Context: an optimization exercise on an open-source flow, tuned for small area, a short achievable clock period and few clock cycles. The choices shown serve that exercise and are no tape-out recipe. At most, simulation tests tie the RTL to the original design; equivalence was not proved. Only the layout flow was run in run 1; the RTL was not checked for function there. No activity file was given, so power comes from the tool's default toggle rates.

==> flow/design.v <==
package datapathPkg;
    localparam int dataWidth   = 32;
    localparam int regCount    = 16;
    localparam int regIdxWidth = 4;
    localparam int opWidth     = 5;
    localparam int constWidth  = dataWidth - opWidth - 2 * regIdxWidth;   
    localparam int shiftWidth  = $clog2(dataWidth);                       
    localparam int mulDigit    = 4;
    localparam int mulSteps    = dataWidth / mulDigit;
    localparam int mulCntWidth = $clog2(mulSteps);
    localparam logic [opWidth-1:0] opAdd  = 5'b00010;
    localparam logic [opWidth-1:0] opSub  = 5'b00011;
    localparam logic [opWidth-1:0] opAnd  = 5'b00100;
    localparam logic [opWidth-1:0] opOr   = 5'b00101;
    localparam logic [opWidth-1:0] opShr  = 5'b00110;
    localparam logic [opWidth-1:0] opShra = 5'b00111;
    localparam logic [opWidth-1:0] opShl  = 5'b01000;
    localparam logic [opWidth-1:0] opRor  = 5'b01001;
    localparam logic [opWidth-1:0] opRol  = 5'b01010;
    localparam logic [opWidth-1:0] opMul  = 5'b01011;
    localparam logic [opWidth-1:0] opNeg  = 5'b01100;
    localparam logic [opWidth-1:0] opNot  = 5'b01101;
    typedef struct packed {
        logic [opWidth-1:0]                        opcode;
        logic [regIdxWidth-1:0]                    ra;
        logic [regIdxWidth-1:0]                    rb;
        logic [regIdxWidth-1:0]                    rc;
        logic [dataWidth-opWidth-3*regIdxWidth-1:0] unused;   
    } irRFormat;
    typedef struct packed {
        logic [opWidth-1:0]     opcode;
        logic [regIdxWidth-1:0] ra;
        logic [regIdxWidth-1:0] rb;
        logic [constWidth-1:0]  constant;    
    } irIFormat;
    typedef union packed {
        irRFormat rFormat;
        irIFormat iFormat;
    } irWord;
endpackage
`timescale 1ns/1ps
import datapathPkg::*;
module selectEncode (
    input  datapathPkg::irWord                    ir,
    input  logic                                  Gra,
    input  logic                                  Grb,
    input  logic                                  Grc,
    input  logic                                  readEn,
    input  logic                                  BAout,
    output logic [datapathPkg::regCount-1:0]      readHot,
    output logic [datapathPkg::regIdxWidth-1:0]   selIdx,
    output logic [datapathPkg::dataWidth-1:0]     constExt
);
    logic [regCount-1:0] raHot, rbHot, rcHot;
    logic                noGroup;
    logic                constSign;
    always_comb begin
        selIdx = '0;
        if (Gra) selIdx = selIdx | ir.rFormat.ra;
        if (Grb) selIdx = selIdx | ir.rFormat.rb;
        if (Grc) selIdx = selIdx | ir.rFormat.rc;
    end
    assign noGroup = !Gra && !Grb && !Grc;
    for (genvar i = 0; i < regCount; i++) begin : gHot
        assign raHot[i] = (ir.rFormat.ra == i);
        assign rbHot[i] = (ir.rFormat.rb == i);
        assign rcHot[i] = (ir.rFormat.rc == i);
        if (i == 0) begin : gZero
            assign readHot[i] = readEn && !BAout &&
                                ((Gra && raHot[i]) || (Grb && rbHot[i]) ||
                                 (Grc && rcHot[i]) || noGroup);
        end else begin : gOther
            assign readHot[i] = readEn &&
                                ((Gra && raHot[i]) || (Grb && rbHot[i]) ||
                                 (Grc && rcHot[i]));
        end
    end
    assign constSign = ir.iFormat.constant[constWidth-1];
    assign constExt  = {{(dataWidth - constWidth){constSign}}, ir.iFormat.constant};
endmodule
`timescale 1ns/1ps
import datapathPkg::*;
module registerFile (
    input  logic                                  Clock,
    input  logic                                  rstN,
    input  logic                                  writeEn,
    input  logic [datapathPkg::regIdxWidth-1:0]   writeIdx,
    input  logic [datapathPkg::dataWidth-1:0]     writeData,    
    input  logic [datapathPkg::regCount-1:0]      readHot,
    output logic [datapathPkg::dataWidth-1:0]     readData
);
    logic [dataWidth-1:0] regs [regCount];
    for (genvar i = 0; i < regCount; i++) begin : gReg
        always_ff @(posedge Clock) begin
            if (!rstN || (writeEn && writeIdx == i)) begin
                regs[i] <= writeData;
            end
        end
    end
    always_comb begin
        readData = '0;
        for (int i = 0; i < regCount; i++) begin
            readData = readData | (regs[i] & {dataWidth{readHot[i]}});
        end
    end
endmodule
`timescale 1ns/1ps
import datapathPkg::*;
module aluUnit (
    input  logic [datapathPkg::dataWidth-1:0]     opA,
    input  logic [datapathPkg::dataWidth-1:0]     opB,
    input  logic [datapathPkg::opWidth-1:0]       aluOp,
    input  logic                                  incB,
    output logic [datapathPkg::dataWidth-1:0]     lowWord,
    input  logic [datapathPkg::dataWidth-1:0]     hiIn,
    input  logic [datapathPkg::dataWidth-1:0]     loIn,
    input  logic                                  lastDigit,
    output logic [datapathPkg::dataWidth-1:0]     hiOut,
    output logic [datapathPkg::dataWidth-1:0]     loOut
);
    logic [shiftWidth-1:0] shAmt;
    logic                  isAdd, isSub, isNeg, isAnd, isOr, isNot;
    logic                  isShr, isShra, isShl, isRor, isRol;
    logic                  useA, invB, selSum, selShift, rotLeft;
    logic [dataWidth-1:0]  addX, addW, sum;
    logic [shiftWidth-1:0] rotAmt;
    logic [dataWidth-1:0]  rot [shiftWidth+1];
    logic [dataWidth-1:0]  maskR, maskL, keep, shiftRes;
    assign shAmt = opB[shiftWidth-1:0];    
    assign isAdd  = !incB && aluOp == opAdd;
    assign isSub  = !incB && aluOp == opSub;
    assign isNeg  = !incB && aluOp == opNeg;
    assign isAnd  = !incB && aluOp == opAnd;
    assign isOr   = !incB && aluOp == opOr;
    assign isNot  = !incB && aluOp == opNot;
    assign isShr  = !incB && aluOp == opShr;
    assign isShra = !incB && aluOp == opShra;
    assign isShl  = !incB && aluOp == opShl;
    assign isRor  = !incB && aluOp == opRor;
    assign isRol  = !incB && aluOp == opRol;
    assign useA   = isAdd || isSub;
    assign invB   = isSub || isNeg;
    assign selSum = incB || isAdd || isSub || isNeg;
    assign addX   = useA ? opA : '0;
    assign addW   = invB ? ~opB : opB;
    assign sum    = addX + addW + {{(dataWidth-1){1'b0}}, (invB || incB)};
    assign rotLeft  = isShl || isRol;
    assign selShift = isShr || isShra || isShl || isRor || isRol;
    assign rotAmt   = rotLeft ? (~shAmt + 1'b1) : shAmt;
    assign rot[0]   = opA;
    for (genvar k = 0; k < shiftWidth; k++) begin : gRot
        assign rot[k+1] = rotAmt[k] ? {rot[k][(1<<k)-1:0], rot[k][dataWidth-1:(1<<k)]} : rot[k];
    end
    assign maskR    = {dataWidth{1'b1}} >> shAmt;
    assign maskL    = {dataWidth{1'b1}} << shAmt;
    assign keep     = (isShr || isShra) ? maskR : isShl ? maskL : {dataWidth{1'b1}};
    assign shiftRes = (rot[shiftWidth] & keep) | (~keep & {dataWidth{isShra && opA[dataWidth-1]}});
    assign lowWord = ({dataWidth{selSum}}   & sum)
                   | ({dataWidth{isAnd}}    & (opA & opB))
                   | ({dataWidth{isOr}}     & (opA | opB))
                   | ({dataWidth{isNot}}    & ~opB)
                   | ({dataWidth{selShift}} & shiftRes);
    logic [mulDigit-1:0]                 digit;
    logic signed [mulDigit:0]            digitS;
    logic signed [dataWidth+mulDigit:0]  stepSum;
    assign digit   = loIn[mulDigit-1:0];
    assign digitS  = $signed({lastDigit && digit[mulDigit-1], digit});
    assign stepSum = $signed(hiIn) + $signed(opA) * digitS;
    assign hiOut   = stepSum[dataWidth+mulDigit-1:mulDigit];
    assign loOut   = {stepSum[mulDigit-1:0], loIn[dataWidth-1:mulDigit]};
endmodule
`timescale 1ns/1ps
import datapathPkg::*;
module busDatapath (
    input  logic                                  Clock,
    input  logic                                  rstN,
    input  logic                                  stepReq,
    output logic                                  stepAck,
    input  logic                                  PCout,
    input  logic                                  PCin,
    input  logic                                  IncPC,
    input  logic                                  MARin,
    input  logic                                  MDRin,
    input  logic                                  MDRout,
    input  logic                                  Read,
    input  logic                                  IRin,
    input  logic                                  Yin,
    input  logic                                  Zin,
    input  logic                                  Zhighout,
    input  logic                                  Zlowout,
    input  logic                                  HIin,
    input  logic                                  HIout,
    input  logic                                  LOin,
    input  logic                                  LOout,
    input  logic                                  Gra,
    input  logic                                  Grb,
    input  logic                                  Grc,
    input  logic                                  Rin,
    input  logic                                  Rout,
    input  logic                                  BAout,
    input  logic                                  Cout,
    input  logic [datapathPkg::opWidth-1:0]       aluOp,
    input  logic [datapathPkg::dataWidth-1:0]     memDataIn,
    output logic [datapathPkg::dataWidth-1:0]     memDataOut,
    output logic [datapathPkg::dataWidth-1:0]     memAddr
);
    logic                   stepEn;
    logic [dataWidth-1:0]   busData;
    logic [dataWidth-1:0]   pcReg;
    datapathPkg::irWord     irReg;
    logic [dataWidth-1:0]   marReg;
    logic [dataWidth-1:0]   mdrReg;
    logic [dataWidth-1:0]   yReg;
    logic [2*dataWidth-1:0] zReg;
    logic [dataWidth-1:0]   hiReg;
    logic [dataWidth-1:0]   loReg;
    logic [dataWidth-1:0]   busReg;
    logic                   pendPC, pendIR, pendY, pendZ, pendHI, pendLO, pendR;
    logic                   pendInc, pendMul;
    logic [opWidth-1:0]     pendOp;
    logic [regIdxWidth-1:0] pendIdx;
    logic                   mulStart;
    logic                   mulBusy;
    logic                   mulLast;
    logic                   yPend;
    logic [mulCntWidth-1:0] mulCnt;
    logic ePC, eMDR, eZH, eZL, eHI, eLO, eR, eC;
    logic [regCount-1:0]    readHot;
    logic [regIdxWidth-1:0] selIdx;
    logic [dataWidth-1:0]   constExt;
    logic [dataWidth-1:0]   regData;
    logic [dataWidth-1:0]   writeData;
    logic [dataWidth-1:0]   aluLow;
    logic [dataWidth-1:0]   mulHiIn, mulLoIn, mulHiOut, mulLoOut;
    assign stepEn = stepReq && !stepAck && !mulBusy;
    always_ff @(posedge Clock) begin
        if (!rstN) begin
            stepAck <= 1'b0;
        end else if (stepEn) begin
            stepAck <= 1'b1;
        end else if (!stepReq) begin
            stepAck <= 1'b0;    
        end
    end
    assign ePC  = rstN && PCout;
    assign eMDR = rstN && !PCout && MDRout;
    assign eZH  = rstN && !PCout && !MDRout && Zhighout;
    assign eZL  = rstN && !PCout && !MDRout && !Zhighout && Zlowout;
    assign eHI  = rstN && !PCout && !MDRout && !Zhighout && !Zlowout && HIout;
    assign eLO  = rstN && !PCout && !MDRout && !Zhighout && !Zlowout && !HIout && LOout;
    assign eR   = rstN && !PCout && !MDRout && !Zhighout && !Zlowout && !HIout && !LOout
                  && (Rout || BAout);
    assign eC   = rstN && !PCout && !MDRout && !Zhighout && !Zlowout && !HIout && !LOout
                  && !Rout && !BAout && Cout;
    selectEncode uSelect (
        .ir       (irReg),
        .Gra      (Gra),
        .Grb      (Grb),
        .Grc      (Grc),
        .readEn   (eR),
        .BAout    (BAout),
        .readHot  (readHot),
        .selIdx   (selIdx),
        .constExt (constExt)
    );
    assign writeData = busReg & {dataWidth{rstN}};
    registerFile uRegs (
        .Clock     (Clock),
        .rstN      (rstN),
        .writeEn   (pendR),
        .writeIdx  (pendIdx),
        .writeData (writeData),
        .readHot   (readHot),
        .readData  (regData)
    );
    assign busData = ({dataWidth{ePC}}  & pcReg)
                   | ({dataWidth{eMDR}} & mdrReg)
                   | ({dataWidth{eZH}}  & zReg[2*dataWidth-1:dataWidth])
                   | ({dataWidth{eZL}}  & zReg[dataWidth-1:0])
                   | ({dataWidth{eHI}}  & hiReg)
                   | ({dataWidth{eLO}}  & loReg)
                   | regData
                   | ({dataWidth{eC}}   & constExt);
    always_ff @(posedge Clock) begin
        if (!rstN || (stepEn && MARin)) marReg <= busData;
        if (!rstN || (stepEn && MDRin)) mdrReg <= (Read && rstN) ? memDataIn : busData;
    end
    always_ff @(posedge Clock) begin
        if (!mulStart && !mulBusy) busReg <= busData;
        pendPC  <= rstN && stepEn && PCin;
        pendIR  <= rstN && stepEn && IRin;
        pendY   <= rstN && stepEn && Yin;
        pendZ   <= rstN && stepEn && Zin;
        pendHI  <= rstN && stepEn && HIin;
        pendLO  <= rstN && stepEn && LOin;
        pendR   <= rstN && stepEn && Rin;
        pendInc <= IncPC;
        pendMul <= !IncPC && aluOp == opMul;
        pendOp  <= aluOp;
        pendIdx <= selIdx;
    end
    aluUnit uAlu (
        .opA       (yReg),
        .opB       (busReg),
        .aluOp     (pendOp),
        .incB      (pendInc),
        .lowWord   (aluLow),
        .hiIn      (mulHiIn),
        .loIn      (mulLoIn),
        .lastDigit (mulLast),
        .hiOut     (mulHiOut),
        .loOut     (mulLoOut)
    );
    assign mulStart = pendZ && pendMul;
    assign mulLast  = (mulSteps == 1) ? mulStart : (mulBusy && mulCnt == mulCntWidth'(1));
    assign mulHiIn  = mulBusy ? zReg[2*dataWidth-1:dataWidth] : '0;
    assign mulLoIn  = mulBusy ? zReg[dataWidth-1:0] : busReg;
    always_ff @(posedge Clock) begin
        if (!rstN) begin
            mulBusy <= 1'b0;
            mulCnt  <= '0;
            yPend   <= 1'b0;
        end else if (mulStart) begin
            mulBusy <= (mulSteps > 1);
            mulCnt  <= mulCntWidth'(mulSteps - 1);
            yPend   <= pendY;    
        end else if (mulBusy) begin
            mulBusy <= !mulLast;
            mulCnt  <= mulCnt - 1'b1;
            if (mulLast) yPend <= 1'b0;
        end
    end
    always_ff @(posedge Clock) begin
        if (!rstN || pendPC) pcReg <= writeData;
        if (!rstN || pendIR) irReg <= writeData;
        if (!rstN || pendHI) hiReg <= writeData;
        if (!rstN || pendLO) loReg <= writeData;
        if (!rstN || (pendY && !mulStart) || (yPend && mulLast)) yReg <= writeData;
        if (!rstN || pendZ || mulBusy) begin
            if (mulStart || mulBusy) begin
                zReg <= {mulHiOut, mulLoOut} & {2*dataWidth{rstN}};
            end else begin
                zReg <= {{dataWidth{1'b0}}, aluLow & {dataWidth{rstN}}};
            end
        end
    end
    assign memDataOut = mdrReg;
    assign memAddr    = marReg;
endmodule
==> flow/run.sh <==
#!/bin/bash
# synth_recipe.tcl (not shown) runs the flow's synth.tcl, then flattens the netlist and writes it again
# the make line also repeats each setting of config.mk as NAME=value (left out here)
make -C /OpenROAD-flow-scripts/flow DESIGN_CONFIG=/design/flow/config.mk WORK_HOME=/design/flow/orfs CLKGATE_MAP_FILE= SYNTH_SCRIPT=/design/flow/synth_recipe.tcl finish
==> flow/config.mk <==
export PLATFORM = sky130hd
export DESIGN_NAME = busDatapath
export DESIGN_NICKNAME = busDatapath
export VERILOG_FILES = /design/flow/design.v
export SDC_FILE = /design/flow/constraint.sdc
export NUM_CORES = 4
export LEC_CHECK = 0
export CAP_MARGIN = 20
export CORE_MARGIN = 2
export CORE_UTILIZATION = 40
export SLEW_MARGIN = 20
==> flow/constraint.sdc <==
create_clock -name core_clock -period 13.0 [get_ports {Clock}]
set_input_delay 2.6000 -clock core_clock [delete_from_list [all_inputs] [get_ports {Clock}]]
set_output_delay 2.6000 -clock core_clock [all_outputs]
set_load 0.01 [all_outputs]
==> impl_metrics.ini, run 1 <==
[sta]
hold_violations = 0
fin_tns_setup_ns = 0
skew_ns = 0.07559
hold_ws_ns = 0.4971
finalCritPeriodShare = 0.5329
max_freq_ghz = 0.1444
slew_viol_final = 0
fin_crit_ns = 6.927
tightest_slew_ns = 1.113
grt_setup_unrepaired = false
max-slew-margin-rel = 0.2580
setup_viol = 0

[finish]
diodes = 0
final_cells = 4978
fin_area_um2 = 50070
nNetsFinal = 3784
layout-drive-gt1-share = 0.1004
syn2layout_area_growth_pct = 14.38

[clocking]
clockRootBuffer = clkbuf_16
clk_latency_ns = 0.73
ctsResizeCount = 0
cts_buffer_depth = 3
post-cts-setup-buffers = 0
postCtsHoldBufs = 0
cts_tree = done
cts_made_buffers = 92
cts_num_sinks = 851
clkTransAtPathRegs_ns = 0.06
htreeDepth = 3

[global_route]
grt.overflow.total = 0
grt_pass1_vias = 29816
grt_max_degree = 65
grt_antenna_before_repair = 5
grt.total_usage = 0.2509
grt_first_pass_wirelength_um = 206000

[route]
routed_via_density = 6.057
vias = 30152
wirelength_um = 141900
drt-wirelength-per-cell_um = 28.51
drc = 0
drtAntennaViolNets = 0
dr.pass1.iters = 9
drtIter0Drc = 3765

[synth]
synth_cells = 3406
synth-seq-area-share = 0.5783
yosysTopAreaCell = edfxtp_1
async_reset_ff_frac = 0
synth_top_cell_area_share = 0.5673
netlist_area_um2 = 43770
yosys-top-cells-area = edfxtp_1, fa_1, ha_1
avgSynthCellArea_um2 = 12.85
ys_seq_elements = 851
synth_nets = 3705
synth_cell_type_count = 74
synthFlopType = edfxtp_1
synth_edf_count = 827
ys_warn_count = 6

[critical_path]
worst-r2r-setup-slack_ns = 6.07
arrival_ns = 7.35
worst_ep_required_time_ns = 13.42
end_kind = flop
timing_worst_setup_path_type = reg -> reg
critPathLaunchType = flop
crit_fanout = 34

[floorplan]
core-area_um2 = 108700
die_area_um2 = 112100
die_w_um = 334.8
ios = 128
die_h_um = 334.8
floorplan.initialDensity = 0.4027
core.rowCount = 121

[run_status]
status = timing/DRC/antenna clean

[placement]
place.port_buffers = 127
dpl.cell_count = 4804
gp_congestion = 0.9776
placed_cell_area_um2 = 46980
hpwl_um = 91760

[flow_run]
maxCapViolCount = 0

[power_and_ir_drop]
peakVddDrop_mv = 0.09380
pwr-share-comb = 0.108
swShare = 0.2602
intPower_w = 0.004998
p_clk_frac = 0.394
leakagePower_nw = 18.97
pwr-share-seq = 0.498
p_sw_w = 0.001758
pwr_density_cell_nw_per_um2 = 134.9

[worst_hold_path]
holdCritPathClass = reg -> reg
==> state kept, by name, indices dropped and copies added (netlist names), 3 cells and up <==
register,count
yReg,32
pendOp,5
mulCnt,3
zReg,64
loReg,32
mdrReg,32
pendIdx,4
marReg,32
irReg,27
hiReg,32
uRegs.regs,512
busReg,32
pcReg,32
==> cell usage in the layout, fill, tap and decap left out, types with 13 or more instances in the layout <==
cell type / netlist / routed
edfxtp_1: 827 / 827
nand2_1: 306 / 301
inv_1: 190 / 189
and2_1: 134 / 133
a22oi_1: 133 / 133
fa_1: 130 / 130
clkdlybuf4s50_1: 0 / 126
nor2_1: 128 / 123
a21oi_1: 124 / 114
mux2i_1: 114 / 114
a221oi_1: 109 / 109
ha_1: 106 / 106
clkbuf_16: 0 / 92
o21ai_0: 99 / 82
buf_4: 2 / 76
a22o_1: 73 / 73
xnor2_1: 70 / 68
nand4_1: 61 / 61
nand3_1: 60 / 59
a21o_1: 48 / 48
mux2_2: 46 / 46
and3_1: 41 / 41
o211ai_1: 37 / 37
a222oi_1: 35 / 35
o221ai_1: 29 / 29
dfxtp_1: 24 / 23
clkinv_1: 0 / 22
mux4_2: 21 / 21
xor2_1: 21 / 21
nor3_1: 19 / 17
o21ai_4: 0 / 17
nor2b_1: 16 / 16
clkinv_2: 0 / 16
a31oi_1: 20 / 15
clkbuf_1: 142 / 15
o21a_1: 14 / 14
o22ai_1: 13 / 13
nand2b_1: 16 / 13
==> layer usage <==
layer | vias up | global-route usage | part of all wire
li1 | 13145 | - | -
met1 | 15376 | 0.3413 | 0.41
met2 | 1397 | 0.4028 | 0.47
met3 | 234 | 0.04586 | 0.090
met4 | 0 | 0.08892 | 0.034
met5 | - | 0 | 0
==> area by class of cell <==
class                      count  area [um2]
clock inverter                66       711.9
tap                         1414        1769
sequential                   851       25320
timing repair buffer         203        1852
inverter                     190       713.2
fill                        9674       58630
clock buffer                 107        2359
multi-input combinational   2147       17350
==> power groups by stage <==
stage | combinational, W | sequential, W | clock [W]
after global placement | 0.000720 | 0.00341 | 0
final | 0.000731 | 0.00336 | 0.00266
after CTS | 0.000727 | 0.00336 | 0.00270
after detailed placement | 0.000723 | 0.00342 | 0
after global routing | 0.000786 | 0.00338 | 0.00280
after floorplan | 0.000450 | 0.00335 | 0
==> kinds of logic (layout without fill, tap and decap cells) <==
| group | Yosys count | in the layout | synth area share |
|---|---|---|---|
| muxes | 183 | 183 | 0.04973 |
| AOI/OAI and AO/OA | 809 | 809 | 0.1346 |
| buffers and inverters | 408 | 566 | 0.03647 |
| and+or+nand+nor | 828 | 828 | 0.09298 |
| DFF | 851 | 851 | 0.5783 |
| xor gates and xnor gates | 91 | 91 | 0.01821 |
| adders and majority gates | 236 | 236 | 0.08975 |
==> Yosys cell counts (70+ instances only) <==
| library cell | instances |
|---|---|
| clkbuf_1 | 142 |
| a22o_1 | 73 |
| nand2_1 | 306 |
| a22oi_1 | 133 |
| inv_1 | 190 |
| edfxtp_1 | 827 |
| and2_1 | 134 |
| a221oi_1 | 109 |
| o21ai_0 | 99 |
| ha_1 | 106 |
| xnor2_1 | 70 |
| nor2_1 | 128 |
| fa_1 | 130 |
| mux2i_1 | 114 |
| a21oi_1 | 124 |
==> critical path, cell delays in order, from the launching register on <==
cell and delay (ns):
edfxtp_1 0.34, buf_4 0.32, mux2_2 0.62, nand3_1 0.14
buf_4 0.27, or2_2 0.32, fa_1 0.45, fa_1 0.49
inv_1 0.05, fa_1 0.49, fa_1 0.45, fa_1 0.43
a21o_1 0.22, o21ai_0 0.31, a311o_1 0.27, a21oi_1 0.14
o21ai_0 0.38, nand2_1 0.13, a2111oi_0 0.55, nor3_1 0.08
o21a_1 0.20
==> worst paths after layout <==
path                                               end  cells after the start                 from
worst max register to register  zReg[57]$_SDFFCE_PP0P_                     20  busReg[3]$_DFFE_PP_
worst min-delay path                yPend$_SDFFE_PN0P_                      2   yPend$_SDFFE_PN0P_
worst min register to register      yPend$_SDFFE_PN0P_                      2   yPend$_SDFFE_PN0P_
worst max-delay path            zReg[57]$_SDFFCE_PP0P_                     20  busReg[3]$_DFFE_PP_
==> metrics by stage <==
step | util | power, W | setup slack, ns
floorplan | - | 0.003800 | 7.069
global placement | 0.4322 | 0.004132 | 6.161
detailed placement | 0.4322 | 0.004139 | 6.123
CTS | 0.4604 | 0.006783 | 6.100
global route | 0.4606 | 0.006963 | 5.673
finish | 0.4606 | 0.006756 | 6.073
==> run 2, diff against run 1 <==
--- a/flow/design.v
+++ b/flow/design.v
@@ -5,7 +5,7 @@
     localparam int opWidth     = 5;
     localparam int constWidth  = dataWidth - opWidth - 2 * regIdxWidth;   
     localparam int shiftWidth  = $clog2(dataWidth);                       
-    localparam int mulDigit    = 4;
+    localparam int mulDigit    = 2;
     localparam int mulSteps    = dataWidth / mulDigit;
     localparam int mulCntWidth = $clog2(mulSteps);
     localparam logic [opWidth-1:0] opAdd  = 5'b00010;
@@ -114,7 +114,8 @@
     output logic [datapathPkg::dataWidth-1:0]     lowWord,
     input  logic [datapathPkg::dataWidth-1:0]     hiIn,
     input  logic [datapathPkg::dataWidth-1:0]     loIn,
-    input  logic                                  lastDigit,
+    input  logic                                  prevIn,
+    input  logic                                  mulOn,
     output logic [datapathPkg::dataWidth-1:0]     hiOut,
     output logic [datapathPkg::dataWidth-1:0]     loOut
 );
@@ -122,7 +123,7 @@
     logic                  isAdd, isSub, isNeg, isAnd, isOr, isNot;
     logic                  isShr, isShra, isShl, isRor, isRol;
     logic                  useA, invB, selSum, selShift, rotLeft;
-    logic [dataWidth-1:0]  addX, addW, sum;
+    logic [dataWidth-1:0]  sum;
     logic [shiftWidth-1:0] rotAmt;
     logic [dataWidth-1:0]  rot [shiftWidth+1];
     logic [dataWidth-1:0]  maskR, maskL, keep, shiftRes;
@@ -138,12 +139,33 @@
     assign isShl  = !incB && aluOp == opShl;
     assign isRor  = !incB && aluOp == opRor;
     assign isRol  = !incB && aluOp == opRol;
+    localparam int sumWidth = dataWidth + 3;
+    logic                  bLo, bHi, one, two, neg;
+    logic [sumWidth-1:0]   mcand, row, addX, addW, sumWide;
+    assign bLo   = loIn[0];
+    assign bHi   = loIn[1];
+    assign one   = bLo ^ prevIn;
+    assign two   = (bHi && !bLo && !prevIn) || (!bHi && bLo && prevIn);
+    assign neg   = bHi && !(bLo && prevIn);
+    assign mcand = {{3{opA[dataWidth-1]}}, opA};
+    assign row   = (({sumWidth{one}} & mcand) | ({sumWidth{two}} & (mcand << 1)))
+                 ^ {sumWidth{neg}};
     assign useA   = isAdd || isSub;
     assign invB   = isSub || isNeg;
     assign selSum = incB || isAdd || isSub || isNeg;
-    assign addX   = useA ? opA : '0;
-    assign addW   = invB ? ~opB : opB;
-    assign sum    = addX + addW + {{(dataWidth-1){1'b0}}, (invB || incB)};
+    always_comb begin
+        if (mulOn) begin
+            addX = {{3{hiIn[dataWidth-1]}}, hiIn};
+            addW = row;
+        end else begin
+            addX = useA ? {3'b0, opA} : '0;
+            addW = {3'b0, invB ? ~opB : opB};
+        end
+    end
+    assign sumWide = addX + addW + {{(sumWidth-1){1'b0}}, mulOn ? neg : (invB || incB)};
+    assign sum     = sumWide[dataWidth-1:0];
+    assign hiOut   = sumWide[dataWidth+1:2];
+    assign loOut   = {sumWide[1:0], loIn[dataWidth-1:2]};
     assign rotLeft  = isShl || isRol;
     assign selShift = isShr || isShra || isShl || isRor || isRol;
     assign rotAmt   = rotLeft ? (~shAmt + 1'b1) : shAmt;
@@ -160,14 +182,6 @@
                    | ({dataWidth{isOr}}     & (opA | opB))
                    | ({dataWidth{isNot}}    & ~opB)
                    | ({dataWidth{selShift}} & shiftRes);
-    logic [mulDigit-1:0]                 digit;
-    logic signed [mulDigit:0]            digitS;
-    logic signed [dataWidth+mulDigit:0]  stepSum;
-    assign digit   = loIn[mulDigit-1:0];
-    assign digitS  = $signed({lastDigit && digit[mulDigit-1], digit});
-    assign stepSum = $signed(hiIn) + $signed(opA) * digitS;
-    assign hiOut   = stepSum[dataWidth+mulDigit-1:mulDigit];
-    assign loOut   = {stepSum[mulDigit-1:0], loIn[dataWidth-1:mulDigit]};
 endmodule
 `timescale 1ns/1ps
 import datapathPkg::*;
@@ -223,6 +237,7 @@
     logic                   mulBusy;
     logic                   mulLast;
     logic                   yPend;
+    logic                   mulPrev;
     logic [mulCntWidth-1:0] mulCnt;
     logic ePC, eMDR, eZH, eZL, eHI, eLO, eR, eC;
     logic [regCount-1:0]    readHot;
@@ -307,7 +322,8 @@
         .lowWord   (aluLow),
         .hiIn      (mulHiIn),
         .loIn      (mulLoIn),
-        .lastDigit (mulLast),
+        .prevIn    (mulBusy && mulPrev),
+        .mulOn     (mulStart || mulBusy),
         .hiOut     (mulHiOut),
         .loOut     (mulLoOut)
     );
@@ -319,14 +335,17 @@
         if (!rstN) begin
             mulBusy <= 1'b0;
             mulCnt  <= '0;
+            mulPrev <= 1'b0;
             yPend   <= 1'b0;
         end else if (mulStart) begin
             mulBusy <= (mulSteps > 1);
             mulCnt  <= mulCntWidth'(mulSteps - 1);
+            mulPrev <= mulLoIn[mulDigit-1];
             yPend   <= pendY;    
         end else if (mulBusy) begin
             mulBusy <= !mulLast;
             mulCnt  <= mulCnt - 1'b1;
+            mulPrev <= mulLoIn[mulDigit-1];
             if (mulLast) yPend <= 1'b0;
         end
     end
==> flow/flow/run.sh (new file) <==
#!/bin/bash
# Standard layout, with the timing repair aiming for extra setup slack so that
# the tools keep shortening paths below the required period.
set -euo pipefail
cd "$(dirname "$0")/.."
MARGIN=$(cat flow/margin.txt)
bash standard.sh SETUP_SLACK_MARGIN="$MARGIN" finish > flow_make.log 2>&1
==> flow/flow/margin.txt (new file) <==
8.5
==> flow/standard.sh (new file) <==
#!/bin/bash
# synth_recipe.tcl (not shown) runs the flow's synth.tcl, then flattens the netlist and writes it again
# the make line also repeats each setting of config.mk as NAME=value (left out here)
make -C /OpenROAD-flow-scripts/flow DESIGN_CONFIG=/design/flow/config.mk WORK_HOME=/design/flow/orfs CLKGATE_MAP_FILE= SYNTH_SCRIPT=/design/flow/synth_recipe.tcl "${@:-finish}"
removed: flow/run.sh
==> run 2 against run 1 <==
Effect of this change: still clean; clock skew decreased by 0.024 ns; register-to-register slack improved by 2.5 ns; combinational power increased by 11%; power decreased by 1.1%; clock power decreased by 6%; count of clock-buffer cells in the layout decreased by 3; fmax increased by 48%; die area decreased by 8.5%; synthesized cell count decreased by 10%; sequential share of layout area increased by 0.15 points; largest cell class unchanged.
==> impl_metrics.ini, run 2 <==
[synth]
synth_nets = 3165
yosysTopAreaCell = edfxtp_1
synth-seq-area-share = 0.6337
synth_top_cell_area_share = 0.6207
avgSynthCellArea_um2 = 13.07
ys_warn_count = 6
netlist_area_um2 = 40010
synthFlopType = edfxtp_1
synth_cell_type_count = 72
ys_seq_elements = 853
synth_edf_count = 827
yosys-top-cells-area = edfxtp_1, a22oi_1, a22o_1
async_reset_ff_frac = 0
synth_cells = 3061
synth_most_common_cell = edfxtp_1
yosys-top-cells-count = edfxtp_1, nand2_1, clkbuf_1, a22oi_1, a21oi_1

[route]
drt-wirelength-per-cell_um = 33.79
drtAntennaViolNets = 0
routed_via_density = 6.595
dr.pass1.iters = 8
vias = 30883
wirelength_um = 158200
drtIter0Drc = 4592
drc = 0

[finish]
final_common_cell = edfxtp_1
layout-drive-gt1-share = 0.2165
top_regs = uRegs.regs x512, zReg x64
nNetsFinal = 3418
final_cells = 4683
layout_common_cells = edfxtp_1, nand2_1, buf_4
syn2layout_area_growth_pct = 25.01
largest_reg_flops = 512
largest_register = uRegs.regs

[sta]
finalCritPeriodShare = 0.3603
skew_ns = 0.05160
slew_viol_final = 0
fin_tns_setup_ns = 0
setup_viol = 0
tightest_slew_ns = 1.092
max_freq_ghz = 0.2135
grt_setup_unrepaired = true
fin_crit_ns = 4.683
hold_violations = 0
fin_ws_ns = 8.317
max-slew-margin-rel = 0.2691

[global_route]
grt_pass1_vias = 29501
grt_first_pass_wirelength_um = 219700
grt_antenna_before_repair = 8
grt_max_degree = 65
grt.total_usage = 0.2980
grt.overflow.total = 0

[clocking]
cts_buffer_depth = 3
clockRootBuffer = clkbuf_16
postCtsHoldBufs = 0
cts_num_sinks = 853
cts_made_buffers = 88
clkTransAtPathRegs_ns = 0.06
cts_tree = done
htreeDepth = 3
clk_latency_ns = 0.68

[critical_path]
critPathLaunchType = primary input
timing_worst_setup_path_type = in -> reg
crit_fanout = 8
critical-path-max-stage-delay_ns = 0.62
arrival_ns = 5.21
critical_path_buf_inv_count = 6
crit_family = simple AND/OR/NAND/NOR gates
end_kind = flop
path_cells = buf_6 > or4b_4 > nor4_4 > buf_6 > o21ai_4 > buf_12 > buf_4 > a21oi_4 > buf_12 > a22o_1 > a221oi_2 > and3_1 > nand4_1 > buf_4
cpMaxStageDelayCell = or4b_4
worst_ep_required_time_ns = 13.53

[placement]
post-place-ws_ns = 6.442
place.port_buffers = 127
hpwl_um = 89780
gp_congestion = 0.9635
dpl.cell_count = 4321

[floorplan]
die_w_um = 320.3
core.rowCount = 116
die_area_um2 = 102600
ios = 128
floorplan.initialDensity = 0.4019
die_h_um = 320.3
core-area_um2 = 99570

[power_and_ir_drop]
peakVddDrop_mv = 0.09656
pwr_density_cell_nw_per_um2 = 133.6
leakagePower_nw = 17.65

[run_status]
status = timing/DRC/antenna clean

[flow_run]
maxCapViolCount = 0

[worst_hold_path]
holdCritPathClass = reg -> reg
## run 2: cell count changes after synthesis, moves of 41 or more
cell	before	now
inv_1	190	22
fa_1	130	2
and2_1	134	55
mux2i_1	114	45
ha_1	106	39
nor3_1	19	72
nand2_1	306	261
nand2b_1	16	57
## run 2: path summary, 6_finish.rpt
| path | start | to | slack, ns | cells after the start |
|---|---|---|---|---|
| setup / recovery | Zhighout | busReg[17]$_DFFE_PP_ | 8.32 | 14 |
| hold / removal | yPend$_SDFFE_PN0P_ | yPend$_SDFFE_PN0P_ | 0.49 | 2 |
| setup reg to reg | pendMul$_DFF_P_ | zReg[24]$_DFFE_PP_ | 8.57 | 17 |
| hold reg to reg | yPend$_SDFFE_PN0P_ | yPend$_SDFFE_PN0P_ | 0.49 | 2 |
## run 2: layer usage
metal  part of all wire  vias to the layer above  routed length [um]  global-route usage
met5                  0                        -                   0                   0
li1                   -                    12734                   -                   -
met4              0.046                        0                7214              0.1188
met1               0.38                    15675               60840              0.4029
met2               0.46                     2099               72600              0.4746
met3               0.11                      375               17590             0.05677
## run 2: report_power, final
part	total, W	leakage, nW	internal (W)	switching (W)
Clock	0.00249	1.35	0.00139	0.00110
Combinational	0.000810	7.47	0.000322	0.000489
Sequential	0.00338	8.83	0.00324	0.000147
## run 2: area by class of cell
cell class	count	area (um2)
diodes	4	10.01
clock buffers	104	2262
clock inverters	53	529.3
fillers	8346	49550
inverters	25	121.4
multi-input cells	1941	15230
flip-flops and latches	853	25370
well taps	1298	1624
repair buffers	405	4873
## run 2: repair_timing
item / in CTS / in global routing
endpoints found under the setup margin: 394 / 134
setup buffers: 117 / 47
pin swaps: 92 / 86
hold endpoints to repair: 0 / 0
cloned: 31 / 6
resized for setup: 288 / 103
## run 2: logic make-up after synthesis
| logic type | synth area share |
|---|---|
| xor gates and xnor gates | 0.02142 |
| DFF | 0.6337 |
| adders and majority gates | 0.01320 |
| buffers and inverters | 0.02699 |
| muxes | 0.04784 |
| and+or+nand+nor | 0.09731 |
| AOI/OAI and AO/OA | 0.1596 |
## run 2: worst reg2reg max path: cells and delay by family (launching register included)
kind / cells / cell delay [ns]
compound gates: 8 / 1.52
fa+ha+maj: 2 / 0.86
simple gates: 4 / 0.78
buf+inv: 3 / 0.77
flops: 1 / 0.34
## run 2: metrics by stage
step / total power (W) / utilization / hold WS, ns / area, um2
2_1_floorplan: 0.003770 / - / 0.4525 / 40580
3_3_place_gp: 0.004099 / 0.4328 / 0.4628 / 43100
3_5_place_dp: 0.004112 / 0.4330 / 0.4796 / 43120
4_1_cts: 0.006629 / 0.4920 / 0.4879 / 48980
5_1_grt: 0.006848 / 0.5023 / 0.5195 / 50010
6_report: 0.006683 / 0.5024 / 0.4941 / 50020
Testbench counts of run 2, summed over its fixed seeds: cycles 250,561.

[static timing again, ports no longer ideal]
The flow's constraints put no driver on any port. The routed layouts listed below were extracted and timed again, unchanged, in two steps. Step 1 assumes that a clkbuf_16 drives the clock port and a buf_2 every other input. Step 2 moves the port delays by t, midway between the first and last clock arrival at a register: inputs arrive t later, outputs are due t later. That takes back most of the time a late clock gives input paths. a / b / c = no drivers / after step 1 / after step 2; a / b = the first two.
| run | t (ns) | setup slack, ns | worst setup path after step 2 | clock arrival spread, ns |
|---|---|---|---|---|
| run 1 | 0.763 | 6.073 / 6.073 / 6.073 | register to register | 0.080 / 0.080 |
| run 2 | 0.726 | 8.317 / 8.224 / 7.498 | input to register | 0.053 / 0.053 |
After both steps setup and hold are still met in every run listed. For run 2, which loses most, drivers alone change the setup slack by -0.093 ns; drivers and shift together by -0.819 ns.
